This design comes from an exercise in tuning for small area, a short achievable clock period and few clock cycles on the open sky130 flow, not from production work.
At most, simulation tests tie the RTL to the original design; equivalence was not proved.
For run 8, only the layout was checked, not whether the RTL still works.
Power is estimated from default activity; no workload was simulated.

===== flow/config.mk =====
export PLATFORM = sky130hd
export DESIGN_NAME = idex_unit
export DESIGN_NICKNAME = idex_unit
export VERILOG_FILES = /design/flow/design.v
export SDC_FILE = /design/flow/constraint.sdc
export NUM_CORES = 4
export LEC_CHECK = 0
export ABC_AREA = 1
export CAP_MARGIN = 20
export CORE_MARGIN = 2
export CORE_UTILIZATION = 48
export SLEW_MARGIN = 20

===== flow/constraint.sdc =====
create_clock -name core_clock -period 6.5 [get_ports {clk_i}]
set_input_delay 1.3000 -clock core_clock [delete_from_list [all_inputs] [get_ports {clk_i}]]
set_output_delay 1.3000 -clock core_clock [all_outputs]
set_load 0.01 [all_outputs]

===== flow/design.v =====
package rv_isa_pkg;
    localparam logic [6:0] OPC_OP_IMM = 7'b0010011;
    localparam logic [6:0] OPC_OP     = 7'b0110011;
    localparam logic [6:0] OPC_LUI    = 7'b0110111;
    localparam logic [6:0] OPC_AUIPC  = 7'b0010111;
    localparam logic [6:0] OPC_JAL    = 7'b1101111;
    localparam logic [6:0] OPC_JALR   = 7'b1100111;
    localparam logic [6:0] OPC_BRANCH = 7'b1100011;
    localparam logic [6:0] OPC_FENCE  = 7'b0001111;
endpackage
package idex_ctrl_pkg;
    localparam int XLEN = 32;
    typedef logic [XLEN-1:0] word_t;
    typedef logic [4:0]      reg_addr_t;
endpackage
module idex_decoder (
    input  idex_ctrl_pkg::word_t inst_i,
    output logic                 a_pc_o,       
    output logic                 b_reg_o,      
    output logic                 sub_reg_o,    
    output logic                 sub_imm_o,    
    output logic                 fmt_i_o,      
    output logic                 fmt_u_o,      
    output logic                 fmt_j_o,      
    output logic                 en_sum_o,     
    output logic                 en_p_o,       
    output logic                 en_g_o,       
    output logic                 en_shr_o,     
    output logic                 en_shl_o,     
    output logic                 en_lt_o,      
    output logic                 en_ltu_o,     
    output logic                 en_lui_o,     
    output logic                 en_link_o,    
    output logic                 pn_sum_o,     
    output logic                 pn_br_o,      
    output logic                 pn_seq_o,     
    output logic                 we_o,
    output logic                 illegal_o
);
    logic [6:0] opc;
    logic [2:0] f3;
    logic       f7_ok;
    logic       op_imm, op, lui, auipc, jal, jalr, br, fence, alu;
    assign opc   = inst_i[6:0];
    assign f3    = inst_i[14:12];
    assign f7_ok = (inst_i[31] == 1'b0) && (inst_i[29:25] == 5'b00000);
    assign op_imm = (opc == rv_isa_pkg::OPC_OP_IMM);
    assign op     = (opc == rv_isa_pkg::OPC_OP) && f7_ok;
    assign lui    = (opc == rv_isa_pkg::OPC_LUI);
    assign auipc  = (opc == rv_isa_pkg::OPC_AUIPC);
    assign jal    = (opc == rv_isa_pkg::OPC_JAL);
    assign jalr   = (opc == rv_isa_pkg::OPC_JALR) && (f3 == 3'b000);
    assign br     = (opc == rv_isa_pkg::OPC_BRANCH) && (f3[2:1] != 2'b01);
    assign fence  = (opc == rv_isa_pkg::OPC_FENCE);
    assign alu    = op_imm | op;
    assign a_pc_o  = (opc[2] ^ opc[6]) | opc[3];
    assign b_reg_o = opc[5] & opc[4];
    assign sub_reg_o = ~f3[2] & (f3[1] | inst_i[30]);
    assign sub_imm_o = ~opc[6] & ~opc[2] & ~f3[2] & f3[1];
    assign fmt_j_o   = opc[3];
    assign fmt_u_o   = opc[2] & ~opc[3] & ~opc[6];
    assign fmt_i_o   = ~opc[3] & ~(opc[2] ^ opc[6]);
    assign en_sum_o  = (alu & (f3 == 3'b000)) | auipc;
    assign en_shl_o  = alu & (f3 == 3'b001);
    assign en_lt_o   = alu & (f3 == 3'b010);
    assign en_ltu_o  = alu & (f3 == 3'b011);
    assign en_p_o    = alu & f3[2] & ~f3[0];           
    assign en_shr_o  = alu & (f3 == 3'b101);
    assign en_g_o    = alu & f3[2] & f3[1];            
    assign en_lui_o  = lui;
    assign en_link_o = jal | jalr;
    assign pn_sum_o = jal | jalr;
    assign pn_br_o  = br;
    assign pn_seq_o = alu | lui | auipc | fence;
    assign we_o      = alu | lui | auipc | jal | jalr;
    assign illegal_o = ~(we_o | br | fence);
endmodule
module int_alu #(
    parameter int ALU_ARCH = 1
) (
    input  idex_ctrl_pkg::word_t inst_i,
    input  idex_ctrl_pkg::word_t pc_i,
    input  idex_ctrl_pkg::word_t rs1_i,
    input  idex_ctrl_pkg::word_t rs2_i,
    input  logic                 a_pc_i,
    input  logic                 b_reg_i,
    input  logic                 sub_reg_i,
    input  logic                 sub_imm_i,
    input  logic                 fmt_i_i,
    input  logic                 fmt_u_i,
    input  logic                 fmt_j_i,
    output idex_ctrl_pkg::word_t sum_o,
    output idex_ctrl_pkg::word_t p_o,        
    output idex_ctrl_pkg::word_t g_o,        
    output idex_ctrl_pkg::word_t shr_o,
    output idex_ctrl_pkg::word_t shl_o,
    output logic                 lt_o,       
    output logic                 ltu_o       
);
    idex_ctrl_pkg::word_t imm;
    idex_ctrl_pkg::word_t a;
    idex_ctrl_pkg::word_t bx;
    idex_ctrl_pkg::word_t a_rev;
    idex_ctrl_pkg::word_t sh_in;
    logic [4:0]           shamt;
    logic                 sub;
    logic                 cout;
    logic                 fill;
    logic                 fmt_b;
    logic [32:0]          sh_ext;
    logic                 s;
    assign s     = inst_i[31];
    assign fmt_b = ~fmt_i_i & ~fmt_u_i & ~fmt_j_i;
    assign imm[0]     = fmt_i_i & inst_i[20];
    assign imm[4:1]   = fmt_u_i ? 4'd0 : (fmt_b ? inst_i[11:8] : inst_i[24:21]);
    assign imm[10:5]  = fmt_u_i ? 6'd0 : inst_i[30:25];
    assign imm[11]    = fmt_u_i ? 1'b0 : fmt_j_i ? inst_i[20] : fmt_i_i ? s : inst_i[7];
    assign imm[19:12] = (fmt_u_i | fmt_j_i) ? inst_i[19:12] : {8{s}};
    assign imm[30:20] = fmt_u_i ? inst_i[30:20] : {11{s}};
    assign imm[31]    = s;
    assign a   = a_pc_i ? pc_i : rs1_i;
    logic rs2_pos, rs2_neg;
    assign rs2_pos = b_reg_i & ~sub_reg_i;
    assign rs2_neg = b_reg_i & sub_reg_i;
    assign bx  = ({32{rs2_pos}} & rs2_i) | ({32{rs2_neg}} & ~rs2_i)
               | ({32{~b_reg_i}} & (imm ^ {32{sub_imm_i}}));
    assign sub = b_reg_i ? sub_reg_i : sub_imm_i;
    assign p_o = a ^ bx;
    assign g_o = a & bx;
    pfx_add #(.W(32), .ARCH(ALU_ARCH)) u_add (
        .a_i    (a),
        .b_i    (bx),
        .cin_i  (sub),
        .sum_o  (sum_o),
        .cout_o (cout)
    );
    assign ltu_o = ~cout;
    assign lt_o  = ~cout ^ a[31] ^ ~bx[31];
    always_comb begin
        for (int i = 0; i < 32; i++) begin
            a_rev[i] = rs1_i[31-i];
            shl_o[i] = shr_o[31-i];
        end
    end
    assign shamt  = inst_i[5] ? rs2_i[4:0] : inst_i[24:20];    
    assign sh_in  = inst_i[14] ? rs1_i : a_rev;
    assign fill   = inst_i[14] & inst_i[30] & rs1_i[31];
    assign sh_ext = $signed({fill, sh_in}) >>> shamt;
    assign shr_o  = sh_ext[31:0];
endmodule
module pfx_add #(
    parameter int W    = 32,
    parameter int ARCH = 0
) (
    input  logic [W-1:0] a_i,
    input  logic [W-1:0] b_i,
    input  logic         cin_i,
    output logic [W-1:0] sum_o,
    output logic         cout_o
);
    localparam int L  = (W > 32) ? 6 : (W > 16) ? 5 : (W > 8) ? 4 : (W > 4) ? 3 : 2;
    localparam int NL = (ARCH == 0) ? L : (ARCH == 1) ? 2 * L - 1 : W - 1;
    logic [W-1:0] p;
    logic [W-1:0] gl [0:NL];
    logic [W-1:0] pl [0:NL];
    assign p     = a_i ^ b_i;
    assign gl[0] = (a_i & b_i) | {{(W-1){1'b0}}, p[0] & cin_i};
    assign pl[0] = p;
    for (genvar l = 0; l < NL; l++) begin : g_lvl
        for (genvar i = 0; i < W; i++) begin : g_bit
            localparam int UP = (l < L) ? l : 2 * L - 2 - l;
            localparam int D  =
                (ARCH == 0) ? ((((i >> l) % 2) == 1) ? i - (((i >> l) << l) - 1) : 0) :
                (ARCH == 1) ? ((l < L) ? ((((i + 1) % (2 << l)) == 0) ? (1 << l) : 0)
                                       : ((i >= 3 * (1 << UP) - 1) && (((i + 1 - 3 * (1 << UP)) % (2 << UP)) == 0)
                                          ? (1 << UP) : 0)) :
                ((i == l + 1) ? 1 : 0);
            if (D == 0) begin : g_pass
                assign gl[l+1][i] = gl[l][i];
                assign pl[l+1][i] = pl[l][i];
            end else begin : g_op
                assign gl[l+1][i] = gl[l][i] | (pl[l][i] & gl[l][i-D]);
                assign pl[l+1][i] = pl[l][i] & pl[l][i-D];
            end
        end
    end
    assign sum_o  = p ^ {gl[NL][W-2:0], cin_i};
    assign cout_o = gl[NL][W-1];
endmodule
module branch_unit #(
    parameter int CMP_ARCH = 1,
    parameter int INC_ARCH = 2
) (
    input  idex_ctrl_pkg::word_t inst_i,
    input  idex_ctrl_pkg::word_t pc_i,
    input  idex_ctrl_pkg::word_t rs1_i,
    input  idex_ctrl_pkg::word_t rs2_i,
    output idex_ctrl_pkg::word_t pc4_o,
    output logic                 cond_o      
);
    idex_ctrl_pkg::word_t diff;
    logic [2:0]           f3;
    logic                 no_borrow;
    logic                 eq;
    logic                 lt;
    logic                 ltu;
    logic                 unused_c;
    assign f3 = inst_i[14:12];
    pfx_add #(.W(32), .ARCH(CMP_ARCH)) u_cmp (
        .a_i    (rs1_i),
        .b_i    (~rs2_i),
        .cin_i  (1'b1),
        .sum_o  (diff),
        .cout_o (no_borrow)
    );
    assign eq  = &(rs1_i ^ ~rs2_i);
    assign ltu = ~no_borrow;
    assign lt  = ltu ^ rs1_i[31] ^ rs2_i[31];
    assign cond_o = (f3[2] ? (f3[1] ? ltu : lt) : eq) ^ f3[0];
    pfx_add #(.W(30), .ARCH(INC_ARCH)) u_pc_inc (
        .a_i    (pc_i[31:2]),
        .b_i    (30'd0),
        .cin_i  (1'b1),
        .sum_o  (pc4_o[31:2]),
        .cout_o (unused_c)
    );
    assign pc4_o[1:0] = pc_i[1:0];
endmodule
module retire_ctrl (
    input  logic                 rst_n_i,
    input  logic                 req_i,
    input  idex_ctrl_pkg::word_t inst_i,
    input  logic                 en_sum_i,
    input  logic                 en_p_i,
    input  logic                 en_g_i,
    input  logic                 en_shr_i,
    input  logic                 en_shl_i,
    input  logic                 en_lt_i,
    input  logic                 en_ltu_i,
    input  logic                 en_lui_i,
    input  logic                 en_link_i,
    input  logic                 pn_sum_i,
    input  logic                 pn_br_i,
    input  logic                 pn_seq_i,
    input  logic                 cond_i,
    input  logic                 we_i,
    input  logic                 illegal_i,
    input  idex_ctrl_pkg::word_t sum_i,
    input  idex_ctrl_pkg::word_t p_i,
    input  idex_ctrl_pkg::word_t g_i,
    input  idex_ctrl_pkg::word_t shr_i,
    input  idex_ctrl_pkg::word_t shl_i,
    input  logic                 lt_i,
    input  logic                 ltu_i,
    input  idex_ctrl_pkg::word_t pc4_i,
    output logic                 ack_o,
    output logic                 rd_we_o,
    output idex_ctrl_pkg::reg_addr_t rd_addr_o,
    output idex_ctrl_pkg::word_t rd_data_o,
    output idex_ctrl_pkg::word_t pc_next_o,
    output logic                 inst_err_o
);
    logic to_sum;
    logic to_seq;
    assign ack_o      = req_i & rst_n_i;
    assign rd_we_o    = we_i;
    assign rd_addr_o  = inst_i[11:7] & {5{we_i}};
    assign inst_err_o = illegal_i;
    assign rd_data_o = ({32{en_sum_i}}  & sum_i)
                     | ({32{en_p_i}}    & p_i)
                     | ({32{en_g_i}}    & g_i)
                     | ({32{en_shr_i}}  & shr_i)
                     | ({32{en_shl_i}}  & shl_i)
                     | {31'd0, (en_lt_i & lt_i) | (en_ltu_i & ltu_i)}
                     | ({32{en_lui_i}}  & {inst_i[31:12], 12'h000})
                     | ({32{en_link_i}} & pc4_i);
    assign to_sum = pn_sum_i | (pn_br_i & cond_i);
    assign to_seq = pn_seq_i | (pn_br_i & ~cond_i);
    assign pc_next_o = ({32{to_sum}} & sum_i)
                     | ({32{to_seq}} & pc4_i);
endmodule
module idex_unit (
    input  logic                     clk_i,
    input  logic                     rst_n_i,
    input  logic                     req_i,
    input  idex_ctrl_pkg::word_t     inst_i,
    input  idex_ctrl_pkg::word_t     pc_i,
    input  idex_ctrl_pkg::word_t     rs1_data_i,
    input  idex_ctrl_pkg::word_t     rs2_data_i,
    output idex_ctrl_pkg::reg_addr_t rs1_addr_o,
    output idex_ctrl_pkg::reg_addr_t rs2_addr_o,
    output logic                     ack_o,
    output logic                     rd_we_o,
    output idex_ctrl_pkg::reg_addr_t rd_addr_o,
    output idex_ctrl_pkg::word_t     rd_data_o,
    output idex_ctrl_pkg::word_t     pc_next_o,
    output logic                     inst_err_o
);
    logic a_pc, b_reg, sub_reg, sub_imm, fmt_i, fmt_u, fmt_j;
    logic en_sum, en_p, en_g, en_shr, en_shl, en_lt, en_ltu, en_lui, en_link;
    logic pn_sum, pn_br, pn_seq, we, illegal;
    logic lt, ltu, cond;
    idex_ctrl_pkg::word_t sum, p, g, shr, shl;
    idex_ctrl_pkg::word_t pc4;
    assign rs1_addr_o = inst_i[19:15];
    assign rs2_addr_o = inst_i[24:20];
    idex_decoder u_decoder (
        .inst_i     (inst_i),
        .a_pc_o     (a_pc),
        .b_reg_o    (b_reg),
        .sub_reg_o  (sub_reg),
        .sub_imm_o  (sub_imm),
        .fmt_i_o    (fmt_i),
        .fmt_u_o    (fmt_u),
        .fmt_j_o    (fmt_j),
        .en_sum_o   (en_sum),
        .en_p_o     (en_p),
        .en_g_o     (en_g),
        .en_shr_o   (en_shr),
        .en_shl_o   (en_shl),
        .en_lt_o    (en_lt),
        .en_ltu_o   (en_ltu),
        .en_lui_o   (en_lui),
        .en_link_o  (en_link),
        .pn_sum_o   (pn_sum),
        .pn_br_o    (pn_br),
        .pn_seq_o   (pn_seq),
        .we_o       (we),
        .illegal_o  (illegal)
    );
    int_alu u_alu (
        .inst_i    (inst_i),
        .pc_i      (pc_i),
        .rs1_i     (rs1_data_i),
        .rs2_i     (rs2_data_i),
        .a_pc_i    (a_pc),
        .b_reg_i   (b_reg),
        .sub_reg_i (sub_reg),
        .sub_imm_i (sub_imm),
        .fmt_i_i   (fmt_i),
        .fmt_u_i   (fmt_u),
        .fmt_j_i   (fmt_j),
        .sum_o     (sum),
        .p_o       (p),
        .g_o       (g),
        .shr_o     (shr),
        .shl_o     (shl),
        .lt_o      (lt),
        .ltu_o     (ltu)
    );
    branch_unit u_bru (
        .inst_i (inst_i),
        .pc_i   (pc_i),
        .rs1_i  (rs1_data_i),
        .rs2_i  (rs2_data_i),
        .pc4_o  (pc4),
        .cond_o (cond)
    );
    retire_ctrl u_retire (
        .rst_n_i    (rst_n_i),
        .req_i      (req_i),
        .inst_i     (inst_i),
        .en_sum_i   (en_sum),
        .en_p_i     (en_p),
        .en_g_i     (en_g),
        .en_shr_i   (en_shr),
        .en_shl_i   (en_shl),
        .en_lt_i    (en_lt),
        .en_ltu_i   (en_ltu),
        .en_lui_i   (en_lui),
        .en_link_i  (en_link),
        .pn_sum_i   (pn_sum),
        .pn_br_i    (pn_br),
        .pn_seq_i   (pn_seq),
        .cond_i     (cond),
        .we_i       (we),
        .illegal_i  (illegal),
        .sum_i      (sum),
        .p_i        (p),
        .g_i        (g),
        .shr_i      (shr),
        .shl_i      (shl),
        .lt_i       (lt),
        .ltu_i      (ltu),
        .pc4_i      (pc4),
        .ack_o      (ack_o),
        .rd_we_o    (rd_we_o),
        .rd_addr_o  (rd_addr_o),
        .rd_data_o  (rd_data_o),
        .pc_next_o  (pc_next_o),
        .inst_err_o (inst_err_o)
    );
endmodule

===== flow/flow/run.sh =====
#!/bin/bash
# Own layout flow: the standard ORFS flow (standard.sh) with two changes:
#  - synthesis leaves adders to ABC (ADDER_MAP_FILE empty: no full/half
#    adder cells are extracted before technology mapping);
#  - the port buffers are plain buf_1 cells instead of the delay cells that
#    buffer_ports picks by default. Each port still gets its own buffer.
set -euo pipefail
bash standard.sh "ADDER_MAP_FILE=" \
    "BUFFER_PORTS_ARGS=-buffer_cell sky130_fd_sc_hd__buf_1" finish > orfs_make.log 2>&1

===== flow/standard.sh =====
#!/bin/bash
# synth_recipe.tcl (not shown) runs the flow's synth.tcl, then flattens the netlist and writes it again
# the make line also repeats each setting of config.mk as NAME=value (left out here)
make -C /OpenROAD-flow-scripts/flow DESIGN_CONFIG=/design/flow/config.mk WORK_HOME=/design/flow/orfs CLKGATE_MAP_FILE= SYNTH_SCRIPT=/design/flow/synth_recipe.tcl "${@:-finish}"

==> results of run 1 <==
repair_timing:
item | CTS | global route
endpoints found under the setup margin | 0 | 1
endpoints found under the hold margin | 0 | 0
resized for setup | 0 | 1
stage by stage:
| stage | utilization, % | hold WS, ps |
|---|---|---|
| 3_5_place_dp | 53.8 | 2810 |
| 4_1_cts | 53.8 | 2810 |
| 2_1_floorplan | - | 2690 |
| 3_3_place_gp | 53.8 | 2800 |
| 6_report | 53.9 | 2800 |
| 5_1_grt | 53.9 | 2820 |
metal layers:
metal | global-route usage (%) | wire, microns | share of wire [%]
met5 | 0 | 11 | 0.026
met1 | 57.7 | 16000 | 37
met4 | 24.8 | 2870 | 6.7
met2 | 68.4 | 17900 | 42
met3 | 11.5 | 6220 | 14
synthesized netlist by cell type (all sizes together) (4+ instances only):
| cell type | number | share of area (%) |
|---|---|---|
| mux2i | 4 | 0.48 |
| xor2 | 29 | 3.1 |
| nor2 | 142 | 7.1 |
| o21ai | 283 | 17 |
| xnor2 | 14 | 1.6 |
| clkbuf | 49 | 2.2 |
| a21oi | 46 | 2.9 |
| nand4 | 18 | 1.7 |
| o2111ai | 6 | 0.63 |
| nand3 | 133 | 8.5 |
| o22ai | 19 | 1.4 |
| o211ai | 20 | 1.8 |
| nor3 | 13 | 0.78 |
| inv | 225 | 10 |
| a2111oi | 10 | 1.0 |
| buf | 39 | 3.6 |
| nor4 | 4 | 0.30 |
| nand3b | 10 | 0.90 |
| or2 | 20 | 1.5 |
| nand2 | 570 | 27 |
| o21bai | 5 | 0.45 |
| a211oi | 7 | 0.63 |
| a31oi | 9 | 0.67 |
| o221ai | 21 | 2.2 |
logic make-up after synthesis:
family	after synthesis
AND/OR/NAND/NOR	912
AO/OA/AOI/OAI	440
XOR/XNOR	43
multiplexers	4
buffers and inverters	315
cell type report:
| type | instances | area share, % |
|---|---|---|
| well taps | 225 | 3.04 |
| inverters | 227 | 9.29 |
| diodes | 1 | 0.0270 |
| multi-input cells | 1399 | 76.2 |
| repair buffers | 245 | 11.4 |
power groups by stage:
stage	registers (mW)	logic (mW)	clock network, mW
4_1_cts	0	0.833	0
3_3_place_gp	0	0.824	0
6_report	0	0.866	0.00000000555
2_1_floorplan	0	0.568	0
3_5_place_dp	0	0.830	0
5_1_grt	0	0.944	0
placed cells by master (no fill, tap or decap), types with 3 or more instances in the layout:
master | Yosys | routed
nor2_1 | 128 | 128
a221oi_1 | 3 | 3
or2_0 | 3 | 3
nand2_2 | 31 | 31
inv_1 | 212 | 212
a2111oi_0 | 10 | 10
inv_2 | 10 | 10
nand2_4 | 4 | 4
xnor2_1 | 12 | 12
nand3b_1 | 10 | 10
buf_4 | 16 | 32
o2111ai_1 | 6 | 6
or2_2 | 11 | 11
a211oi_1 | 7 | 7
xor2_1 | 28 | 28
o21ai_2 | 13 | 16
nor3_1 | 13 | 13
nor2_4 | 6 | 7
nand4_1 | 13 | 13
mux2i_1 | 4 | 4
inv_4 | 3 | 3
nand2_1 | 534 | 534
or2_1 | 6 | 6
nor2_2 | 8 | 7
o211ai_1 | 20 | 20
nand4_2 | 5 | 5
o221ai_1 | 21 | 21
nand3_1 | 126 | 126
nand3_2 | 5 | 5
a31oi_1 | 9 | 9
buf_1 | 1 | 211
o21ai_1 | 27 | 26
o21bai_1 | 5 | 5
o22ai_1 | 19 | 19
a21oi_1 | 43 | 42
a21oi_2 | 3 | 4
nor4_1 | 4 | 4
o21ai_0 | 243 | 241
critical path: cells and delay by family:
kind            cells  cell delay [ps]
buf+inv             4             1100
simple gates       11             1790
compound gates      4              670
worst paths after layout:
path,cells after the start,slack (ps),from,end
hold / removal,2,2800,inst_i[17],rs1_addr_o[2]
setup / recovery,19,310,rs2_data_i[31],pc_next_o[3]
==> impl_metrics.json, run 1 <==
{
  "end_kind": "output port",
  "rsz0062_at_grt": "no",
  "switching_share_pct": 71.9,
  "stdcell_area_sq_mm": 0.00925,
  "crit_chain": "buf_1, inv_1, nor2_1, nor2_1, o21ai_0, nor2_1, nand4_1, nor4_1, and3_1, nand2_1, nand2_1, a21oi_1, o21ai_0, nand3_1, nand3_1, nand2_1, inv_1, o21ai_0, buf_1",
  "internal-power_uw": 243,
  "dp_slack_ps": 475,
  "dp_hpwl_microns": 35700,
  "fill_cells": 2015,
  "start_kind": "primary input",
  "syn_nets": 1845,
  "die_h_microns": 136,
  "critPathSlowestCell": "inv_1",
  "area_delta_synth_final_pct": 10.4,
  "fmax_ghz": 0.162,
  "synth_compound_area_share_pct": 30.7,
  "ant_nets": 0,
  "synthXorXnorAreaFrac_pct": 4.76,
  "synth_fa_ha_area_share_pct": 0,
  "yosysUniqueCellTypes": 60,
  "drt_pre_antenna_iters": 6,
  "criticalPathCategory": "primary input to output port",
  "die-area_sq_mm": 0.0185,
  "grt_max_degree": 65,
  "drive_above_1_share_pct": 7.75,
  "clkbuf_count": 0,
  "dr_total_vias": 12622,
  "drc_errors": 0,
  "synth.mux.area_fraction_pct": 0.478,
  "hold_buffers": 0,
  "status": "timing/DRC/antenna clean",
  "syn_inst": 1714,
  "synth-simple-area-share_pct": 48.0,
  "setup_tns_ps": 0,
  "cap_violations": 0,
  "dp_cells": 2096,
  "post_cts_buffers": 0,
  "fin_cells": 2097,
  "ys_warn_count": 7,
  "postPlaceCellArea_sq_mm": 0.00925,
  "pin_count": 213,
  "portBuffers": 212,
  "fin_crit_sh_pct": 95.2,
  "start_util_pct": 48.8,
  "design.seq.count": 0,
  "power_uw": 866,
  "wirelength_microns": 43000,
  "antenna_found_initial": 2,
  "core-area_sq_mm": 0.0172,
  "powerDensity_mw_per_mm2": 93.6,
  "critical-path-max-stage-delay_ps": 660,
  "grt_pass1_wl_microns": 63300,
  "syn-cell-area_sq_mm": 0.00838,
  "grt_pass1_vias": 11053,
  "power.switching_uw": 623,
  "hold_viol": 0,
  "irDropWorstVdd_mv": 0.0439,
  "final.min_clock_period_ps": 6190,
  "synth_top_family_by_area": "simple AND/OR/NAND/NOR gates",
  "die_x_microns": 136,
  "worst_hold_path_type": "primary input to output port",
  "drtIter0Drc": 1743,
  "gp_congestion": 1.13,
  "finalSetupViolations": 0,
  "worstPathRequired_ps": 5200,
  "rows": 48,
  "nNetsFinal": 2004,
  "arrival_ps": 4890,
  "p_comb_share_pct": 100.0,
  "avgSynthCellArea_sq_um": 4.89,
  "tightest_slew_ps": 960,
  "multi_input_area_sq_mm": 0.00705,
  "clkPwrFrac_pct": 0,
  "fin_ws_ps": 312,
  "seq_area_frac_synth_pct": 0,
  "p_seq_share_pct": 0,
  "p_leak_nw": 4.57,
  "via_per_inst": 6.02,
  "finalMaxSlewViolations": 0,
  "grt_use_total_pct": 45.0,
  "path_max_fanout": 25,
  "overflow": 0,
  "routedWlPerCell_microns": 20.5,
  "regArea_sq_um": 0,
  "slew_headroom_pct": 36.0
}
Testbench counts, summed over its fixed seeds: cycles 6,400.
==> run 2, diff against run 1 <==
--- a/flow/config.mk
+++ b/flow/config.mk
@@ -9,4 +9,4 @@
 export CAP_MARGIN = 20
 export CORE_MARGIN = 2
-export CORE_UTILIZATION = 48
+export CORE_UTILIZATION = 30
 export SLEW_MARGIN = 20
==> run 2 against run 1 <==
Against the previous run: setup slack improved by 50 ps; maximum frequency up 0.81%; count of clock-buffer cells in the layout unchanged; critical path depth rose by 9; hold slack worse by 6.0 ps; final area grew 3.3%; utilization decreased by 19 points; total power is 3.3% higher; synthesized area stayed put; non-clock buffer count increased by 13; flip-flop and latch count unchanged; critical endpoint is now rd_data_o[31].
==> impl_metrics.json, run 2 <==
{
  "status": "timing/DRC/antenna clean",
  "startpoint": "inst_i[13]",
  "via_per_inst": 5.55,
  "regArea_sq_um": 0,
  "ys_warn_count": 7,
  "nNetsFinal": 2017,
  "powerDensity_mw_per_mm2": 93.5,
  "hold_viol": 0,
  "syn-cell-area_sq_mm": 0.00838,
  "dr_total_vias": 12557,
  "area_delta_synth_final_pct": 14.1,
  "final_common_cell": "nand2_1",
  "dp_hpwl_microns": 40500,
  "wirelength_microns": 48200,
  "clkbuf_count": 0,
  "die_x_microns": 171,
  "power.switching_uw": 648,
  "die-area_sq_mm": 0.0293,
  "syn_nets": 1845,
  "portBuffers": 212,
  "fmax_ghz": 0.163,
  "p_leak_nw": 4.64,
  "criticalPathCategory": "primary input to output port",
  "seq_area_frac_synth_pct": 0,
  "syn_inst": 1714,
  "internal-power_uw": 246,
  "hold_depth": 2,
  "tightest_slew_ps": 850,
  "grt_max_degree": 67,
  "die_h_microns": 171,
  "core-area_sq_mm": 0.0276,
  "layout_common_cells": "nand2_1 (534), o21ai_0 (241), inv_1 (212)",
  "routedWlPerCell_microns": 21.3,
  "ant_nets": 0,
  "avgSynthCellArea_sq_um": 4.89,
  "holdCritStartpoint": "inst_i[17]",
  "synth_top_area_cell": "nand2_1",
  "grt_use_total_pct": 32.0,
  "arrival_ps": 4840,
  "slew_headroom_pct": 42.7,
  "grt_pass1_vias": 11467,
  "post_cts_buffers": 0,
  "yosysMostFrequentCell": "nand2_1",
  "switching_share_pct": 72.4,
  "pin_count": 213,
  "synth_common_cells": "nand2_1 (534), o21ai_0 (243), inv_1 (212), nor2_1 (128), nand3_1 (126)",
  "drtIter0Drc": 1444,
  "stdcell_area_sq_mm": 0.00956,
  "final.min_clock_period_ps": 6140,
  "grt_pass1_wl_microns": 70200,
  "drive_above_1_share_pct": 8.33,
  "antenna_found_initial": 3,
  "finalSetupViolations": 0,
  "yosysUniqueCellTypes": 60,
  "cap_violations": 0,
  "irDropWorstVdd_mv": 0.0427,
  "power_uw": 894,
  "yosys-top-cells-area": "nand2_1 (24%), o21ai_0 (15%), inv_1 (9.5%)",
  "worstPathRequired_ps": 5200,
  "rsz0062_at_grt": "no",
  "dp_slack_ps": 425,
  "start_util_pct": 30.3,
  "design.seq.count": 0,
  "start_kind": "primary input",
  "drt_pre_antenna_iters": 8,
  "fin_crit_sh_pct": 94.4,
  "path_max_fanout": 34,
  "gp_congestion": 1.09,
  "finalMaxSlewViolations": 0,
  "end_kind": "output port",
  "setup_tns_ps": 0,
  "synth_top_area_share_pct": 23.9,
  "worst_hold_path_type": "primary input to output port",
  "drc_errors": 0,
  "rows": 61,
  "overflow": 0,
  "postPlaceCellArea_sq_mm": 0.00954,
  "hold_end": "rs1_addr_o[2]",
  "fin_ws_ps": 362
}
run 2: changes by cell type in the layout (fill, tap and decap cells not counted):
cell and delta:
buf_4 +12, buf_12 +1, diode_2 +1, nand2_2 -1
nand2_4 +1, o21ai_1 +1, o21ai_2 -1
run 2: through the flow:
step / util, % / std cells / hold WS, ps
6_report: 34.6 / 2264 / 2800
5_1_grt: 34.6 / 2262 / 2810
4_1_cts: 34.5 / 2262 / 2800
3_5_place_dp: 34.5 / 2262 / 2800
3_3_place_gp: 34.5 / 2262 / 2800
2_1_floorplan: - / 1714 / 2690
run 2: cell type report:
cell class	count	area (sq um)
fillers	3312	18100
multi-input cells	1399	7050
repair buffers	258	1170
inverters	227	860
well taps	378	473
diodes	2	5.00
run 2: metal layers:
metal	wire length, microns	part of all wire, %	GRT usage, %
met5	12	0.025	0
met4	3240	6.7	18.0
met3	4850	10	4.74
met2	20400	42	50.2
met1	19700	41	41.9
run 2: kinds of logic (layout without fill, tap and decap cells):
family	after synthesis	count (layout)	share of synthesized area [%]
xor gates and xnor gates	43	43	4.76
other	0	2	0
AOI/OAI and AO/OA	440	440	30.7
buffers and inverters	315	485	16.1
and+or+nand+nor	912	912	48.0
muxes	4	4	0.478
run 2: worst max-delay path, stage by stage:
cell     delay, ps
buf_1          420
nand2_2        180
nor2_4         360
inv_4          220
nand2_1        120
nand3_1        160
nand3_1        170
nand3_2        110
nand2_1         80
nand2_2         70
nand2_1        100
nand2_1         80
nand2_2         90
nand2_1         90
nand2_2        100
nand2_1         90
nand2_2        120
nand2_2         80
nand2_2         90
nand2_2         70
nand2_2        100
nand2_1         80
nand2_1         80
nand2_2         70
nand3_2         70
nand3_1         60
nand3_1         80
buf_1          150
run 2: worst max path at each step:
stage	endpoint	slack [ps]	depth (start not counted)
2_1_floorplan	pc_next_o[27]	1670	23
3_3_place_gp	rd_data_o[23]	470	27
5_1_grt	pc_next_o[5]	40	23
3_5_place_dp	rd_data_o[22]	420	13
4_1_cts	rd_data_o[22]	400	13
6_report	rd_data_o[31]	360	28
run 2: power groups by stage:
stage               Clock [mW]  Combinational, mW  Sequential, mW
floorplan                    0              0.568               0
global placement             0              0.861               0
detailed placement           0              0.865               0
CTS                          0              0.868               0
global route                 0              0.980               0
run 2: what timing repair did:
item,CTS,global route
setup endpoints to repair,0,1
hold buffers,0,0
gates resized for setup,0,2
==> run 3, diff against run 2 <==
--- a/flow/config.mk
+++ b/flow/config.mk
@@ -9,4 +9,5 @@
 export CAP_MARGIN = 20
 export CORE_MARGIN = 2
-export CORE_UTILIZATION = 30
+export CORE_UTILIZATION = 40
+export SETUP_SLACK_MARGIN = 0.3
 export SLEW_MARGIN = 20
==> run 3 against run 2 <==
Against the previous run: synthesized cell count unchanged; die area decreased by 24%; first-iteration DRC count decreased by 18%; still clean on timing, DRC and antenna.
==> impl_metrics.json, run 3 <==
{
  "yosysMostFrequentCell": "nand2_1",
  "synth_top_area_share_pct": 23.9,
  "fmax_ghz": 0.162,
  "synth_common_cells": "nand2_1 (534), o21ai_0 (243), inv_1 (212), nor2_1 (128), nand3_1 (126)",
  "portBuffers": 212,
  "grt_max_degree": 67,
  "via_per_inst": 5.77,
  "antenna_found_initial": 5,
  "die_h_microns": 149,
  "hold_ws_ps": 2800,
  "ys_warn_count": 7,
  "pin_count": 213,
  "worst_hold_path_type": "primary input to output port",
  "startpoint": "inst_i[14]",
  "setup_tns_ps": 0,
  "tightest_slew_ps": 948,
  "gp_congestion": 1.11,
  "criticalPathCategory": "primary input to output port",
  "yosysUniqueCellTypes": 60,
  "internal-power_uw": 246,
  "ant_nets": 0,
  "syn_nets": 1845,
  "cap_violations": 0,
  "grt_pass1_wl_microns": 67000,
  "die_x_microns": 149,
  "dr_total_vias": 12443,
  "area_delta_synth_final_pct": 12.2,
  "die-area_sq_mm": 0.0221,
  "fin_crit_sh_pct": 94.7,
  "p_leak_nw": 4.63,
  "powerDensity_mw_per_mm2": 93.8,
  "path_max_fanout": 66,
  "drive_above_1_share_pct": 8.50,
  "design.seq.count": 0,
  "drt_pre_antenna_iters": 6,
  "holdCritStartpoint": "inst_i[17]",
  "final_common_cell": "nand2_1",
  "seq_area_frac_synth_pct": 0,
  "switching_share_pct": 72.1,
  "regArea_sq_um": 0,
  "rsz0062_at_grt": "no",
  "irDropWorstVdd_mv": 0.0403,
  "arrival_ps": 4850,
  "fill_cells": 2437,
  "layout_common_cells": "nand2_1 (534), o21ai_0 (240), inv_1 (212)",
  "hold_buffers": 0,
  "slew_headroom_pct": 36.2,
  "grt_pass1_vias": 11322,
  "drc_errors": 0,
  "end_kind": "output port",
  "routedWlPerCell_microns": 21.4,
  "nNetsFinal": 2016,
  "drtIter0Drc": 1191,
  "grt_use_total_pct": 40.2,
  "synth_top_area_cell": "nand2_1",
  "syn-cell-area_sq_mm": 0.00838,
  "start_kind": "primary input",
  "syn_inst": 1714,
  "avgSynthCellArea_sq_um": 4.89,
  "finalSetupViolations": 0,
  "worstPathRequired_ps": 5200,
  "clkbuf_count": 0,
  "endpoint": "rd_data_o[17]",
  "finalMaxSlewViolations": 0,
  "hold_viol": 0,
  "dp_hpwl_microns": 38600,
  "final.min_clock_period_ps": 6150,
  "rows": 52,
  "wirelength_microns": 46200,
  "start_util_pct": 41.0,
  "core-area_sq_mm": 0.0204,
  "overflow": 0,
  "status": "timing/DRC/antenna clean",
  "yosys-top-cells-area": "nand2_1 (24%), o21ai_0 (15%), inv_1 (9.5%)",
  "power.switching_uw": 636
}
[run 3: cell counts after synthesis]
No cell type changed its count.
[run 3: how the worst min path moves through the flow]
stage,endpoint,slack (ps),cells past startpoint
after global routing,rs1_addr_o[2],2820,2
after global placement,rs1_addr_o[2],2800,2
after CTS,rs1_addr_o[2],2800,2
final,rs1_addr_o[2],2800,2
after detailed placement,rs1_addr_o[2],2800,2
after floorplan,ack_o,2690,2
[run 3: stage by stage]
step	total power, mW	utilization, %	cells	cell area [sq um]	setup WS (ps)
floorplan	0.568	-	1714	8380	1670
global placement	0.848	45.7	2149	9350	455
detailed placement	0.850	45.7	2149	9350	474
CTS	0.853	45.7	2149	9350	465
global route	0.967	46.0	2153	9400	301
finish	0.882	46.0	2156	9400	345
[run 3: logic make-up after synthesis]
family                    synth area share, %
AOI/OAI and AO/OA                        30.7
xor gates and xnor gates                 4.76
muxes                                   0.478
buffers and inverters                    16.1
and+or+nand+nor                          48.0
[run 3: area by class of cell]
class	instances	area, sq um	share of cell area, %
multi-input cells	1400	7070	75.2
repair buffers	256	1130	12.0
inverters	227	860	9.14
well taps	270	338	3.59
diodes	3	7.51	0.0798
[run 3: critical path, stage by stage]
cell,delay (ps)
clkbuf_2,100
buf_4,460
o21ai_0,310
o21ai_0,280
o21ai_0,150
o21ai_0,340
o21ai_0,190
o21ai_0,570
nor2_1,120
a2111oi_0,600
o221ai_1,240
buf_1,180
[run 3: power groups by stage]
stage               registers (mW)  logic [mW]  clock network (mW)
detailed placement               0       0.850                   0
floorplan                        0       0.568                   0
CTS                              0       0.853                   0
global route                     0       0.967                   0
global placement                 0       0.848                   0
[run 3: what timing repair did]
item,CTS,global route
endpoints found under the setup margin,0,15
setup buffers,0,3
gates resized for setup,0,7
[run 3: metal layers]
metal,global-route usage (%),wire length [microns]
met5,0,11
met4,20.3,2610
met3,7.49,4340
met2,66.1,20500
met1,50.4,18800
==> run 4, diff against run 3 <==
--- a/flow/config.mk
+++ b/flow/config.mk
@@ -10,4 +10,4 @@
 export CORE_MARGIN = 2
 export CORE_UTILIZATION = 40
-export SETUP_SLACK_MARGIN = 0.3
+export SETUP_SLACK_MARGIN = 0.9
 export SLEW_MARGIN = 20
==> run 4 against run 3 <==
Against the previous run: still clean on timing, DRC and antenna; critical path depth rose by 11; setup slack better by 540 ps; via count increased by 2.9%; first-iteration DRC count down 2.1%; count of clock-buffer cells in the layout did not move; die area unchanged; routed wire length is 3.2% higher; critical path type unchanged.
==> impl_metrics.json, run 4 <==
{
  "grt_max_degree": 67,
  "seq_area_frac_synth_pct": 0,
  "yosys-top-cells-area": "nand2_1 (24%), o21ai_0 (15%), inv_1 (9.5%)",
  "power_uw": 978,
  "hold_buffers": 0,
  "start_kind": "primary input",
  "drt_pre_antenna_iters": 6,
  "area_delta_synth_final_pct": 23.0,
  "regArea_sq_um": 0,
  "avgSynthCellArea_sq_um": 4.89,
  "die_h_microns": 149,
  "nNetsFinal": 2052,
  "synth_top_area_cell": "nand2_1",
  "drive_above_1_share_pct": 15.6,
  "dr_total_vias": 12806,
  "gp_congestion": 1.11,
  "grt_pass1_vias": 11463,
  "grt_use_total_pct": 40.8,
  "wirelength_microns": 47700,
  "path_max_fanout": 8,
  "fill_cells": 2365,
  "end_kind": "output port",
  "syn-cell-area_sq_mm": 0.00838,
  "final_common_cell": "nand2_1",
  "yosysMostFrequentCell": "nand2_1",
  "synth_common_cells": "nand2_1 (534), o21ai_0 (243), inv_1 (212), nor2_1 (128), nand3_1 (126)",
  "ant_nets": 0,
  "holdCritStartpoint": "inst_i[17]",
  "internal-power_uw": 288,
  "powerDensity_mw_per_mm2": 94.8,
  "cap_violations": 0,
  "routedWlPerCell_microns": 21.8,
  "hold_ws_ps": 2800,
  "dp_hpwl_microns": 38600,
  "utilization_pct": 50.5,
  "startpoint": "inst_i[13]",
  "setup_tns_ps": 0,
  "syn_nets": 1845,
  "fin_crit_sh_pct": 86.3,
  "rows": 52,
  "worstPathRequired_ps": 5200,
  "design.seq.count": 0,
  "start_util_pct": 41.0,
  "synth_top_area_share_pct": 23.9,
  "final.min_clock_period_ps": 5610,
  "core-area_sq_mm": 0.0204,
  "status": "timing/DRC/antenna clean",
  "fmax_ghz": 0.178,
  "grt_pass1_wl_microns": 68000,
  "via_per_inst": 5.85,
  "power.switching_uw": 689,
  "postPlaceCellArea_sq_mm": 0.00935,
  "rsz0062_at_grt": "yes",
  "overflow": 0,
  "tightest_slew_ps": 794,
  "hold_viol": 0,
  "antenna_found_initial": 0,
  "worst_hold_path_type": "primary input to output port",
  "irDropWorstVdd_mv": 0.0421,
  "switching_share_pct": 70.5,
  "finalSetupViolations": 0,
  "portBuffers": 212,
  "drtIter0Drc": 1166,
  "yosysUniqueCellTypes": 60,
  "criticalPathCategory": "primary input to output port",
  "finalMaxSlewViolations": 0,
  "syn_inst": 1714,
  "die-area_sq_mm": 0.0221,
  "slew_headroom_pct": 46.5,
  "ys_warn_count": 7,
  "drc_errors": 0,
  "stdcell_area_sq_mm": 0.0103,
  "p_leak_nw": 5.07,
  "arrival_ps": 4310,
  "die_x_microns": 149,
  "pin_count": 213,
  "clkbuf_count": 0,
  "layout_common_cells": "nand2_1 (504), inv_1 (208), o21ai_0 (195)"
}
[run 4: layer usage]
metal  GRT usage, %  vias up  wire (microns)
met5              0        -               0
met4           21.5        0            3000
met3           8.44      172            4800
met2           67.5      760           21300
met1           49.9     5796           18600
li1               -     6078               -
[run 4: per-stage QoR]
stage	worst slack, ps	cells
3_5_place_dp	474	2149
2_1_floorplan	1670	1714
4_1_cts	842	2155
5_1_grt	817	2189
6_report	889	2190
3_3_place_gp	455	2149
[run 4: critical path, cell delays in order]
cell and delay [ps]:
clkbuf_4 170, o21ai_4 210, nor2_4 100, o21ai_0 510, nand2_1 240, nand2_2 150, nand2_2 100, nor2_4 150
nand2_1 100, nor2_2 170, nand2_4 90, nand2_4 90, nand2_4 60, nand2_4 80, nand2_4 60, nand2_4 100
nand2_2 70, nand2_2 80, nand2_2 60, nand3_2 70, nand3_1 70, nand3_1 120, buf_2 140
[run 4: power groups by stage]
stage          registers, mW  clock network, mW  logic, mW
2_1_floorplan              0                  0      0.568
3_3_place_gp               0                  0      0.848
3_5_place_dp               0                  0      0.850
4_1_cts                    0                  0      0.863
5_1_grt                    0                  0       1.06
[run 4: logic make-up (layout without fill, tap and decap cells)]
group	Yosys count	after routing	share of synthesized area, %
mux	4	4	0.478
xor+xnor	43	43	4.76
compound gates	440	440	30.7
buf+inv	315	517	16.1
simple gates	912	915	48.0
other cells	0	1	0
[run 4: repair_timing]
| item | in CTS | in global routing |
|---|---|---|
| gates resized for setup | 32 | 201 |
| gates cloned | 2 | 3 |
| setup buffers | 4 | 31 |
| pin swaps | 3 | 33 |
| setup endpoints to repair | 48 | 58 |
[run 4: worst paths after layout]
path	endpoint	slack (ps)	cells after the start
setup / recovery	rd_data_o[31]	890	23
hold / removal	rs1_addr_o[2]	2800	2
[run 4: area by class of cell]
cell class         count  area (sq um)  share of cell area, %
diodes                 1          2.50                 0.0243
well taps            270           338                   3.28
repair buffers       289          1550                   15.0
multi-input cells   1402          7520                   72.9
repair inverters       1          8.76                 0.0850
inverters            227           892                   8.65
==> run 5, diff against run 4 <==
--- a/flow/config.mk
+++ b/flow/config.mk
@@ -10,4 +10,3 @@
 export CORE_MARGIN = 2
 export CORE_UTILIZATION = 40
-export SETUP_SLACK_MARGIN = 0.9
 export SLEW_MARGIN = 20
==> run 5 against run 4 <==
Against the previous run: first-iteration DRC count decreased by 10%; flip-flop and latch count unchanged; total power decreased by 10%; critical endpoint is now rd_data_o[0]; die area unchanged; count of clock-buffer cells in the layout unchanged.
==> impl_metrics.json, run 5 <==
{
  "status": "timing/DRC/antenna clean",
  "yosys-top-cells-area": "nand2_1 (24%), o21ai_0 (15%), inv_1 (9.5%)",
  "die-area_sq_mm": 0.0221,
  "switching_share_pct": 72.1,
  "crit_chain": "buf_1, o21ai_2, nor2_2, buf_4, o21ai_0, nand2_1, or2_0, nand2_1, o21ai_1, nand2_1, nand2_1, inv_2, nor2_1, nor2_2, nand2_2, nand2_2, nand2_2, nand3_1, nand2_1, nand2_1, nand4_1, nand3_1, buf_1",
  "end_kind": "output port",
  "arrival_ps": 4820,
  "grt_use_total_pct": 40.2,
  "dp_hpwl_microns": 38600,
  "tightest_slew_ps": 904,
  "clkbuf_count": 0,
  "start_kind": "primary input",
  "internal-power_uw": 245,
  "final.min_clock_period_ps": 6120,
  "antenna_found_initial": 5,
  "fin_ws_ps": 379,
  "worst_hold_path_type": "primary input to output port",
  "seq_area_frac_synth_pct": 0,
  "synth_compound_area_share_pct": 30.7,
  "nNetsFinal": 2012,
  "drc_errors": 0,
  "start_util_pct": 41.0,
  "rsz0062_at_grt": "no",
  "dp_cells": 2149,
  "final_common_cell": "nand2_1",
  "gp_congestion": 1.11,
  "path_max_fanout": 19,
  "powerDensity_mw_per_mm2": 93.7,
  "syn_inst": 1714,
  "power.switching_uw": 631,
  "synth_top_area_share_pct": 23.9,
  "p_leak_nw": 4.60,
  "synthXorXnorAreaFrac_pct": 4.76,
  "criticalPathCategory": "primary input to output port",
  "overflow": 0,
  "yosysUniqueCellTypes": 60,
  "hold_ws_ps": 2800,
  "grt_pass1_vias": 11322,
  "drive_above_1_share_pct": 8.14,
  "finalSetupViolations": 0,
  "ys_warn_count": 7,
  "fmax_ghz": 0.163,
  "syn_nets": 1845,
  "cp_common_cell": "nand2_1",
  "cap_violations": 0,
  "die_x_microns": 149,
  "routedWlPerCell_microns": 21.3,
  "layout_common_cells": "nand2_1 (534), o21ai_0 (241), inv_1 (212)",
  "via_per_inst": 5.77,
  "syn-cell-area_sq_mm": 0.00838,
  "avgSynthCellArea_sq_um": 4.89,
  "drt_pre_antenna_iters": 6,
  "dr_total_vias": 12413,
  "grt_pass1_wl_microns": 67000,
  "area_delta_synth_final_pct": 11.6,
  "core-area_sq_mm": 0.0204,
  "grt_max_degree": 67,
  "drtIter0Drc": 1044,
  "ant_nets": 0,
  "critPathSlowestCell": "nor2_2",
  "die_h_microns": 149,
  "dp_slack_ps": 474,
  "rows": 52,
  "hold_viol": 0,
  "utilization_pct": 45.8,
  "yosysMostFrequentCell": "nand2_1",
  "synth-simple-area-share_pct": 48.0,
  "synth_top_area_cell": "nand2_1",
  "finalMaxSlewViolations": 0,
  "post_cts_buffers": 0,
  "design.seq.count": 0,
  "slew_headroom_pct": 39.1,
  "portBuffers": 212,
  "irDropWorstVdd_mv": 0.0393,
  "synth_top_family_by_area": "simple AND/OR/NAND/NOR gates",
  "synth.mux.area_fraction_pct": 0.478,
  "critical-path-max-stage-delay_ps": 410,
  "fin_crit_sh_pct": 94.2,
  "setup_tns_ps": 0,
  "pin_count": 213,
  "fin_cells": 2151,
  "regArea_sq_um": 0,
  "synth_common_cells": "nand2_1 (534), o21ai_0 (243), inv_1 (212), nor2_1 (128), nand3_1 (126)",
  "synth_fa_ha_area_share_pct": 0,
  "wirelength_microns": 45700,
  "worstPathRequired_ps": 5200
}
run 5: changes by cell type in the layout (fill, tap and decap cells not counted), moves of 6 or more:
cell and change:
nand2_1 +30, buf_6 -12, a2111oi_0 +6, nor2_1 +7, nand2_4 -13, buf_1 +25, o21ai_1 -22, nand2_2 -19
clkbuf_2 -16, nand3_1 +9, buf_4 -18, nand3_2 -9, o21ai_0 +46, o21ai_2 -19
run 5: area by class of cell:
type | count | area [sq um]
Antenna cell | 2 | 5.00
Timing Repair Buffer | 253 | 1110
Inverter | 227 | 860
Multi-Input combinational cell | 1399 | 7040
Fill cell | 2440 | 11100
Tap cell | 270 | 338
run 5: path summary, 6_finish.rpt:
check	slack [ps]	cells after the start	start	end
setup / recovery	380	23	inst_i[13]	rd_data_o[0]
hold / removal	2800	2	inst_i[17]	rs1_addr_o[2]
run 5: per-stage QoR:
step | power (mW) | cell area, sq um
final | 0.876 | 9350
after global routing | 0.963 | 9350
after CTS | 0.853 | 9350
after detailed placement | 0.850 | 9350
after global placement | 0.848 | 9350
after floorplan | 0.568 | 8380
run 5: worst max-delay path, delay by kind of cell:
kind	cells	cell delay (ps)
AND/OR/NAND/NOR	16	2080
AO/OA/AOI/OAI	3	610
buffers and inverters	4	840
run 5: repair_timing:
action	in CTS	in global routing
gates resized for setup	0	1
endpoints found under the setup margin	0	1
hold buffers	0	0
run 5: cell families after synthesis:
| kind of cell | after synthesis |
|---|---|
| simple gates | 912 |
| mux | 4 |
| xor+xnor | 43 |
| compound gates | 440 |
| buf+inv | 315 |
run 5: power by group through the flow:
stage	Combinational [mW]	Clock (mW)	Sequential, mW
floorplan	0.568	0	0
global placement	0.848	0	0
detailed placement	0.850	0	0
CTS	0.853	0	0
global route	0.963	0	0
run 5: metal layers:
layer  vias to the layer above  GRT usage, %  wire (microns)
met5                         -             0              11
met4                         2          20.3            2790
met3                       147          7.49            4530
met2                       679          66.1           20100
met1                      5586          50.4           18300
li1                       5999             -               -
==> run 6, diff against run 5 <==
--- a/flow/config.mk
+++ b/flow/config.mk
@@ -10,3 +10,4 @@
 export CORE_MARGIN = 2
 export CORE_UTILIZATION = 40
+export SETUP_SLACK_MARGIN = 0.7
 export SLEW_MARGIN = 20
==> run 6 against run 5 <==
Against the previous run: count of clock-buffer cells in the layout did not move; synthesized area did not move; setup slack improved by 370 ps; critical path depth fell by 8; total power rose by 4.3%; maximum frequency rose by 6.4%; hold slack got worse by 0.82 ps; global-route usage rose by 0.46 points; non-clock buffer count rose by 15; utilization rose by 1.7 points; sequential share of layout area did not move; final area rose by 3.7%; highest routed layer unchanged.
==> impl_metrics.json, run 6 <==
{
  "cap_violations": 0,
  "dp_slack_ps": 474,
  "worstPathRequired_ps": 5200,
  "nNetsFinal": 2031,
  "rows": 52,
  "seq_area_frac_synth_pct": 0,
  "cp_common_cell": "o21ai_0",
  "path_max_fanout": 27,
  "drtIter0Drc": 1278,
  "critical-path-max-stage-delay_ps": 600,
  "synth_top_area_share_pct": 23.9,
  "core-area_sq_mm": 0.0204,
  "rsz0062_at_grt": "yes",
  "syn_inst": 1714,
  "utilization_pct": 47.5,
  "layout_common_cells": "nand2_1 (522), o21ai_0 (219), inv_1 (211)",
  "end_kind": "output port",
  "setup_tns_ps": 0,
  "gp_congestion": 1.11,
  "grt_max_degree": 67,
  "syn_nets": 1845,
  "die_h_microns": 149,
  "final.min_clock_period_ps": 5750,
  "critPathSlowestCell": "a2111oi_1",
  "cpLargestDelayFamily": "compound AO/OA/AOI/OAI gates",
  "hold_viol": 0,
  "worst_hold_path_type": "primary input to output port",
  "path_buf_inv": 4,
  "powerDensity_mw_per_mm2": 94.3,
  "design.seq.count": 0,
  "drive_above_1_share_pct": 10.7,
  "via_per_inst": 5.81,
  "arrival_ps": 4450,
  "irDropWorstVdd_mv": 0.0414,
  "dp_cells": 2149,
  "overflow": 0,
  "area_delta_synth_final_pct": 15.7,
  "drc_errors": 0,
  "pin_count": 213,
  "slew_headroom_pct": 50.5,
  "wirelength_microns": 46900,
  "hold_depth": 2,
  "status": "timing/DRC/antenna clean",
  "fmax_ghz": 0.174,
  "tightest_slew_ps": 742,
  "yosys-top-cells-area": "nand2_1 (24%), o21ai_0 (15%), inv_1 (9.5%)",
  "start_kind": "primary input",
  "synth_top_area_cell": "nand2_1",
  "grt_pass1_vias": 11371,
  "syn-cell-area_sq_mm": 0.00838,
  "criticalPathCategory": "primary input to output port",
  "clkbuf_count": 0,
  "antenna_found_initial": 2,
  "fin_ws_ps": 750,
  "ant_nets": 0,
  "crit_chain": "buf_1, buf_4, nand2_1, o21ai_2, buf_4, o21ai_0, nand2_1, o21ai_0, o21ai_0, o21ai_0, o21ai_1, nor2_1, a2111oi_1, nand3_1, buf_1",
  "regArea_sq_um": 0,
  "drt_pre_antenna_iters": 8,
  "die_x_microns": 149,
  "avgSynthCellArea_sq_um": 4.89,
  "portBuffers": 212,
  "synth_common_cells": "nand2_1 (534), o21ai_0 (243), inv_1 (212), nor2_1 (128), nand3_1 (126)",
  "power.switching_uw": 654,
  "dp_hpwl_microns": 38600,
  "dr_total_vias": 12598,
  "finalMaxSlewViolations": 0,
  "internal-power_uw": 260,
  "die-area_sq_mm": 0.0221,
  "ys_warn_count": 7,
  "fin_crit_sh_pct": 88.5,
  "cp.depth": 15,
  "routedWlPerCell_microns": 21.6,
  "grt_use_total_pct": 40.7,
  "switching_share_pct": 71.6,
  "grt_pass1_wl_microns": 67700,
  "final_common_cell": "nand2_1",
  "p_leak_nw": 4.77,
  "yosysMostFrequentCell": "nand2_1",
  "yosysUniqueCellTypes": 60,
  "fin_cells": 2169,
  "finalSetupViolations": 0,
  "start_util_pct": 41.0
}
run 6: path summary, 6_finish.rpt:
| path | slack [ps] | from | to |
|---|---|---|---|
| worst min-delay path | 2800 | inst_i[17] | rs1_addr_o[2] |
| worst max-delay path | 750 | inst_i[5] | rd_data_o[30] |
run 6: timing repair:
item / CTS / global route
hold buffers: 0 / 0
buffers inserted: 3 / 12
endpoints found under the setup margin: 16 / 52
gates resized for setup: 11 / 71
pin swaps: 3 / 8
gates cloned: 2 / 2
run 6: layer usage:
layer / vias to the layer above / share of wire, % / global-route usage, %
met5: - / 0.032 / 0
met4: 2 / 6.5 / 20.7
met3: 166 / 9.8 / 7.31
met2: 755 / 44 / 67.4
met1: 5640 / 40 / 50.7
li1: 6035 / - / -
run 6: cell families after synthesis:
kind of cell    count (synthesis)  share of synthesized area, %
xor+xnor                       43                          4.76
buf+inv                       315                          16.1
simple gates                  912                          48.0
compound gates                440                          30.7
mux                             4                         0.478
run 6: power by group through the flow:
stage	logic (mW)	registers (mW)	clock network (mW)
2_1_floorplan	0.568	0	0
3_3_place_gp	0.848	0	0
3_5_place_dp	0.850	0	0
4_1_cts	0.859	0	0
5_1_grt	0.997	0	0
run 6: final cells by class:
type / instances / area [sq um]
antenna: 1 / 2.50
fill: 2423 / 10700
inverter: 227 / 885
multi-input combinational: 1402 / 7200
tap: 270 / 338
timing repair buffer: 268 / 1260
timing repair inverter: 1 / 8.76
run 6: metrics by stage:
stage | cell area [sq um] | power [mW] | hold slack, ps
2_1_floorplan | 8380 | 0.568 | 2690
3_3_place_gp | 9350 | 0.848 | 2800
3_5_place_dp | 9350 | 0.850 | 2800
4_1_cts | 9420 | 0.859 | 2800
5_1_grt | 9690 | 0.997 | 2820
6_report | 9690 | 0.914 | 2800
==> run 7, diff against run 6 <==
--- a/flow/config.mk
+++ b/flow/config.mk
@@ -10,4 +10,4 @@
 export CORE_MARGIN = 2
 export CORE_UTILIZATION = 40
-export SETUP_SLACK_MARGIN = 0.7
+export SETUP_SLACK_MARGIN = 0.5
 export SLEW_MARGIN = 20
==> run 7 against run 6 <==
Against the previous run: still clean on timing, DRC and antenna; flip-flop and latch count unchanged; hold slack better by 0.82 ps; global-route usage down 0.46 points; die area unchanged; via count down 0.50%; setup slack worse by 160 ps; sequential share of layout area unchanged; utilization down 0.97 points; critical path type unchanged.
==> impl_metrics.json, run 7 <==
{
  "gp_congestion": 1.11,
  "area_delta_synth_final_pct": 13.3,
  "grt_pass1_wl_microns": 67000,
  "clkbuf_count": 0,
  "yosys-top-cells-area": "nand2_1 (24%), o21ai_0 (15%), inv_1 (9.5%)",
  "pin_count": 213,
  "final.min_clock_period_ps": 5910,
  "synth_top_area_share_pct": 23.9,
  "cpLargestDelayFamily": "simple AND/OR/NAND/NOR gates",
  "hold_buffers": 0,
  "die_h_microns": 149,
  "stdcell_area_sq_mm": 0.00950,
  "synth_compound_area_share_pct": 30.7,
  "ant_nets": 0,
  "syn_nets": 1845,
  "setup_tns_ps": 0,
  "hold_depth": 2,
  "fill_cells": 2427,
  "portBuffers": 212,
  "design.seq.count": 0,
  "fin_ws_ps": 595,
  "start_kind": "primary input",
  "grt_pass1_vias": 11322,
  "layout_common_cells": "nand2_1 (530), o21ai_0 (232), inv_1 (212)",
  "arrival_ps": 4610,
  "routedWlPerCell_microns": 21.5,
  "critPathSlowestCell": "or2_1",
  "antenna_found_initial": 5,
  "irDropWorstVdd_mv": 0.0403,
  "multi_input_area_sq_mm": 0.00711,
  "nNetsFinal": 2021,
  "slew_headroom_pct": 48.4,
  "drtIter0Drc": 1178,
  "criticalPathCategory": "primary input to output port",
  "fin_crit_sh_pct": 90.9,
  "utilization_pct": 46.5,
  "yosysMostFrequentCell": "nand2_1",
  "path_buf_inv": 5,
  "yosysUniqueCellTypes": 60,
  "powerDensity_mw_per_mm2": 93.7,
  "rsz0062_at_grt": "yes",
  "cp_common_cell": "nand2_1",
  "drt_pre_antenna_iters": 6,
  "synthXorXnorAreaFrac_pct": 4.76,
  "synth_top_area_cell": "nand2_1",
  "ys_warn_count": 7,
  "drive_above_1_share_pct": 9.27,
  "overflow": 0,
  "seq_area_frac_synth_pct": 0,
  "synth_fa_ha_area_share_pct": 0,
  "drc_errors": 0,
  "critical-path-max-stage-delay_ps": 280,
  "synth.mux.area_fraction_pct": 0.478,
  "die-area_sq_mm": 0.0221,
  "switching_share_pct": 71.9,
  "dp_slack_ps": 474,
  "wirelength_microns": 46500,
  "dp_hpwl_microns": 38600,
  "worst_hold_path_type": "primary input to output port",
  "endpoint": "rd_data_o[0]",
  "path_max_fanout": 18,
  "dr_total_vias": 12535,
  "start_util_pct": 41.0,
  "grt_max_degree": 67,
  "finalSetupViolations": 0,
  "cp.depth": 25,
  "p_leak_nw": 4.67,
  "grt_use_total_pct": 40.2,
  "cap_violations": 0,
  "fmax_ghz": 0.169,
  "power.switching_uw": 640,
  "end_kind": "output port",
  "synth_top_family_by_area": "simple AND/OR/NAND/NOR gates",
  "final_common_cell": "nand2_1",
  "rows": 52,
  "internal-power_uw": 250,
  "hold_viol": 0,
  "syn-cell-area_sq_mm": 0.00838,
  "regArea_sq_um": 0,
  "tightest_slew_ps": 766,
  "startpoint": "inst_i[14]",
  "synth_common_cells": "nand2_1 (534), o21ai_0 (243), inv_1 (212), nor2_1 (128), nand3_1 (126)",
  "core-area_sq_mm": 0.0204,
  "die_x_microns": 149,
  "worstPathRequired_ps": 5200,
  "via_per_inst": 5.80,
  "postPlaceCellArea_sq_mm": 0.00935,
  "finalMaxSlewViolations": 0,
  "avgSynthCellArea_sq_um": 4.89,
  "synth-simple-area-share_pct": 48.0,
  "status": "timing/DRC/antenna clean",
  "syn_inst": 1714
}
## run 7: cell counts after synthesis
Identical to the previous run, type by type.
## run 7: cell families after synthesis
logic type                after synthesis
buffers and inverters                 315
muxes                                   4
xor gates and xnor gates               43
and+or+nand+nor                       912
AOI/OAI and AO/OA                     440
## run 7: worst min path at each step
stage / startpoint / end / slack (ps)
5_1_grt: inst_i[17] / rs1_addr_o[2] / 2820
3_3_place_gp: inst_i[17] / rs1_addr_o[2] / 2800
3_5_place_dp: inst_i[17] / rs1_addr_o[2] / 2800
6_report: inst_i[17] / rs1_addr_o[2] / 2800
2_1_floorplan: rst_n_i / ack_o / 2690
4_1_cts: inst_i[17] / rs1_addr_o[2] / 2800
## run 7: power by group through the flow
stage                     clock (mW)  combinational (mW)  sequential [mW]
after global routing               0               0.974                0
after CTS                          0               0.853                0
after detailed placement           0               0.850                0
after global placement             0               0.848                0
after floorplan                    0               0.568                0
## run 7: through the flow
stage               hold slack (ps)  cells  power (mW)
floorplan                      2690   1714       0.568
global placement               2800   2149       0.848
detailed placement             2800   2149       0.850
CTS                            2800   2149       0.853
global route                   2820   2158       0.974
finish                         2800   2161       0.889
## run 7: area by class of cell
type                       count  area share, %
multi-input combinational   1401           74.9
timing repair buffer         260           12.4
inverter                     227           9.08
tap                          270           3.56
antenna                        3         0.0791
## run 7: metal layers
metal | GRT usage (%) | routed length (microns) | part of all wire (%)
met1 | 50.4 | 18400 | 40
met2 | 66.1 | 20500 | 44
met3 | 7.49 | 4570 | 9.8
met4 | 20.3 | 2960 | 6.4
met5 | 0 | 11 | 0.024
## run 7: repair_timing
action,4_1_cts,5_1_grt
endpoints found under the setup margin,1,45
gates cloned,0,2
pin swaps,0,4
gates resized for setup,1,29
buffers inserted,0,7
==> run 8, diff against run 7 <==
--- a/flow/design.v
+++ b/flow/design.v
@@ -108,5 +108,4 @@
     logic                 fill;
     logic                 fmt_b;
-    logic [32:0]          sh_ext;
     logic                 s;
     assign s     = inst_i[31];
@@ -146,6 +145,23 @@
     assign sh_in  = inst_i[14] ? rs1_i : a_rev;
     assign fill   = inst_i[14] & inst_i[30] & rs1_i[31];
-    assign sh_ext = $signed({fill, sh_in}) >>> shamt;
-    assign shr_o  = sh_ext[31:0];
+    logic [3:0]           d0;
+    logic [3:0]           d1;
+    logic [1:0]           d2;
+    logic [34:0]          x0;
+    logic [43:0]          x1;
+    logic [47:0]          x2;
+    idex_ctrl_pkg::word_t st1;
+    idex_ctrl_pkg::word_t st2;
+    assign d0 = {shamt[1:0] == 2'd3, shamt[1:0] == 2'd2, shamt[1:0] == 2'd1, shamt[1:0] == 2'd0};
+    assign d1 = {shamt[3:2] == 2'd3, shamt[3:2] == 2'd2, shamt[3:2] == 2'd1, shamt[3:2] == 2'd0};
+    assign d2 = {shamt[4], ~shamt[4]};
+    assign x0 = {{3{fill}}, sh_in};
+    assign x1 = {{12{fill}}, st1};
+    assign x2 = {{16{fill}}, st2};
+    for (genvar i = 0; i < 32; i++) begin : g_sh
+        assign st1[i]   = |(d0 & {x0[i+3], x0[i+2], x0[i+1], x0[i]});
+        assign st2[i]   = |(d1 & {x1[i+12], x1[i+8], x1[i+4], x1[i]});
+        assign shr_o[i] = |(d2 & {x2[i+16], x2[i]});
+    end
 endmodule
 module pfx_add #(
--- a/flow/config.mk
+++ b/flow/config.mk
@@ -10,4 +10,3 @@
 export CORE_MARGIN = 2
 export CORE_UTILIZATION = 40
-export SETUP_SLACK_MARGIN = 0.5
 export SLEW_MARGIN = 20
==> run 8 against run 7 <==
Against the previous run: still clean on timing, DRC and antenna; count of clock-buffer cells in the layout unchanged; die area shrank 1.4%; non-clock buffer count up 18; utilization increased by 0.31 points; final area down 0.30%; setup slack worse by 370 ps; global-route usage grew 0.88 points; critical path depth down 4; final cell count shrank 0.51%; via count is 2.6% higher; sequential share of layout area unchanged; hold slack improved by 41 ps; highest routed layer is now met4.
==> impl_metrics.json, run 8 <==
{
  "die_x_microns": 148,
  "die-area_sq_mm": 0.0218,
  "slew_headroom_pct": 37.0,
  "hold_depth": 2,
  "holdCritStartpoint": "inst_i[19]",
  "via_per_inst": 5.98,
  "grt_pass1_wl_microns": 69000,
  "regArea_sq_um": 0,
  "stdcell_area_sq_mm": 0.00947,
  "layout_common_cells": "nand2_1 (540), inv_1 (223), buf_1 (211)",
  "criticalPathCategory": "primary input to output port",
  "portBuffers": 212,
  "wl_met2_microns": 20900,
  "wirelength_microns": 46700,
  "synth_top_area_share_pct": 24.5,
  "design.seq.count": 0,
  "core-area_sq_mm": 0.0202,
  "seq_area_frac_synth_pct": 0,
  "dr_total_vias": 12867,
  "nNetsFinal": 2013,
  "synth_top_area_cell": "nand2_1",
  "wl_met1_microns": 18600,
  "area_delta_synth_final_pct": 14.6,
  "syn_inst": 1685,
  "worstPathRequired_ps": 5200,
  "status": "timing/DRC/antenna clean",
  "drc_errors": 0,
  "arrival_ps": 4970,
  "gp_congestion": 1.07,
  "end_kind": "output port",
  "irDropWorstVdd_mv": 0.0640,
  "worst_hold_path_type": "primary input to output port",
  "finalSetupViolations": 0,
  "topRoutingLayerUsed": "met4",
  "finalMaxSlewViolations": 0,
  "synth_common_cells": "nand2_1 (540), inv_1 (223), o21ai_0 (187), nor2_1 (123), nand3_1 (109)",
  "fmax_ghz": 0.159,
  "pin_count": 213,
  "routedWlPerCell_microns": 21.7,
  "final_common_cell": "nand2_1",
  "fin_crit_sh_pct": 96.5,
  "rsz0062_at_grt": "no",
  "path_max_fanout": 6,
  "syn-cell-area_sq_mm": 0.00826,
  "final.min_clock_period_ps": 6270,
  "dr_wl_met3_microns": 4960,
  "grt_pass1_vias": 11464,
  "start_util_pct": 40.8,
  "grt_use_total_pct": 41.1
}
[run 8: cell count changes after synthesis, sizes merged, moves of 10 or more]
cell    previous run  this run
a221oi             3        13
a22oi              1        11
nand3            133       114
nand4             18        39
nor3              13        26
o211ai            20        32
o21ai            283       208
o22ai             19        36
[run 8: cell type report]
class / count / area [sq um]
fillers: 2418 / 10800
multi-input cells: 1368 / 6940
repair buffers: 278 / 1310
inverters: 234 / 886
well taps: 270 / 338
[run 8: per-layer routing]
metal | global-route usage [%] | vias to the layer above
met5 | 0 | -
met4 | 15.8 | 0
met3 | 6.33 | 121
met2 | 67.7 | 799
met1 | 54.1 | 5919
li1 | - | 6028
[run 8: worst max path at each step]
stage	slack (ps)	end	startpoint
final	230	pc_next_o[3]	rs1_data_i[31]
after CTS	150	pc_next_o[3]	rs1_data_i[31]
after global placement	50	pc_next_o[3]	rs1_data_i[31]
after global routing	90	pc_next_o[2]	rs1_data_i[31]
after floorplan	1630	pc_next_o[27]	inst_i[6]
after detailed placement	170	pc_next_o[3]	rs1_data_i[31]
[run 8: what timing repair did]
action,in CTS,in global routing
resized for setup,0,1
endpoints found under the setup margin,0,2
endpoints found under the hold margin,0,0
hold buffers,0,0
[run 8: cells by family (layout without fill, tap and decap cells)]
group / count (synthesis) / after routing / synth area share (%)
AOI/OAI and AO/OA: 412 / 412 / 30.7
buffers and inverters: 317 / 512 / 16.1
xor gates and xnor gates: 46 / 46 / 4.88
and+or+nand+nor: 910 / 910 / 48.3
[run 8: stage by stage]
| step | worst slack [ps] | instances | total power, mW | util, % | hold slack [ps] |
|---|---|---|---|---|---|
| 4_1_cts | 154 | 2150 | 0.874 | 46.8 | 2830 |
| 2_1_floorplan | 1630 | 1685 | 0.560 | - | 2690 |
| 6_report | 225 | 2150 | 0.903 | 46.8 | 2840 |
| 3_5_place_dp | 169 | 2150 | 0.870 | 46.8 | 2830 |
| 3_3_place_gp | 52.5 | 2150 | 0.870 | 46.8 | 2830 |
| 5_1_grt | 91.4 | 2150 | 0.982 | 46.8 | 2860 |
[run 8: power by group]
part	internal, mW	leakage, nW	total [mW]	switching [mW]
Clock	0	0	0	0
Sequential	0	0	0	0
Combinational	0.265	4.52	0.903	0.638
[run 8: critical path: stages]
cell	delay (ps)
buf_1	110
inv_1	180
nor2_1	80
nor2_1	240
nand3b_1	150
nor2_1	110
nand3_1	100
nor4_2	440
and3_1	330
o21ai_0	130
nand2_1	120
a21oi_1	60
o21ai_0	120
nand2_1	90
nand2_1	80
nand3_1	80
nand2_1	340
inv_1	110
buf_4	180
o21ai_0	390
buf_1	210
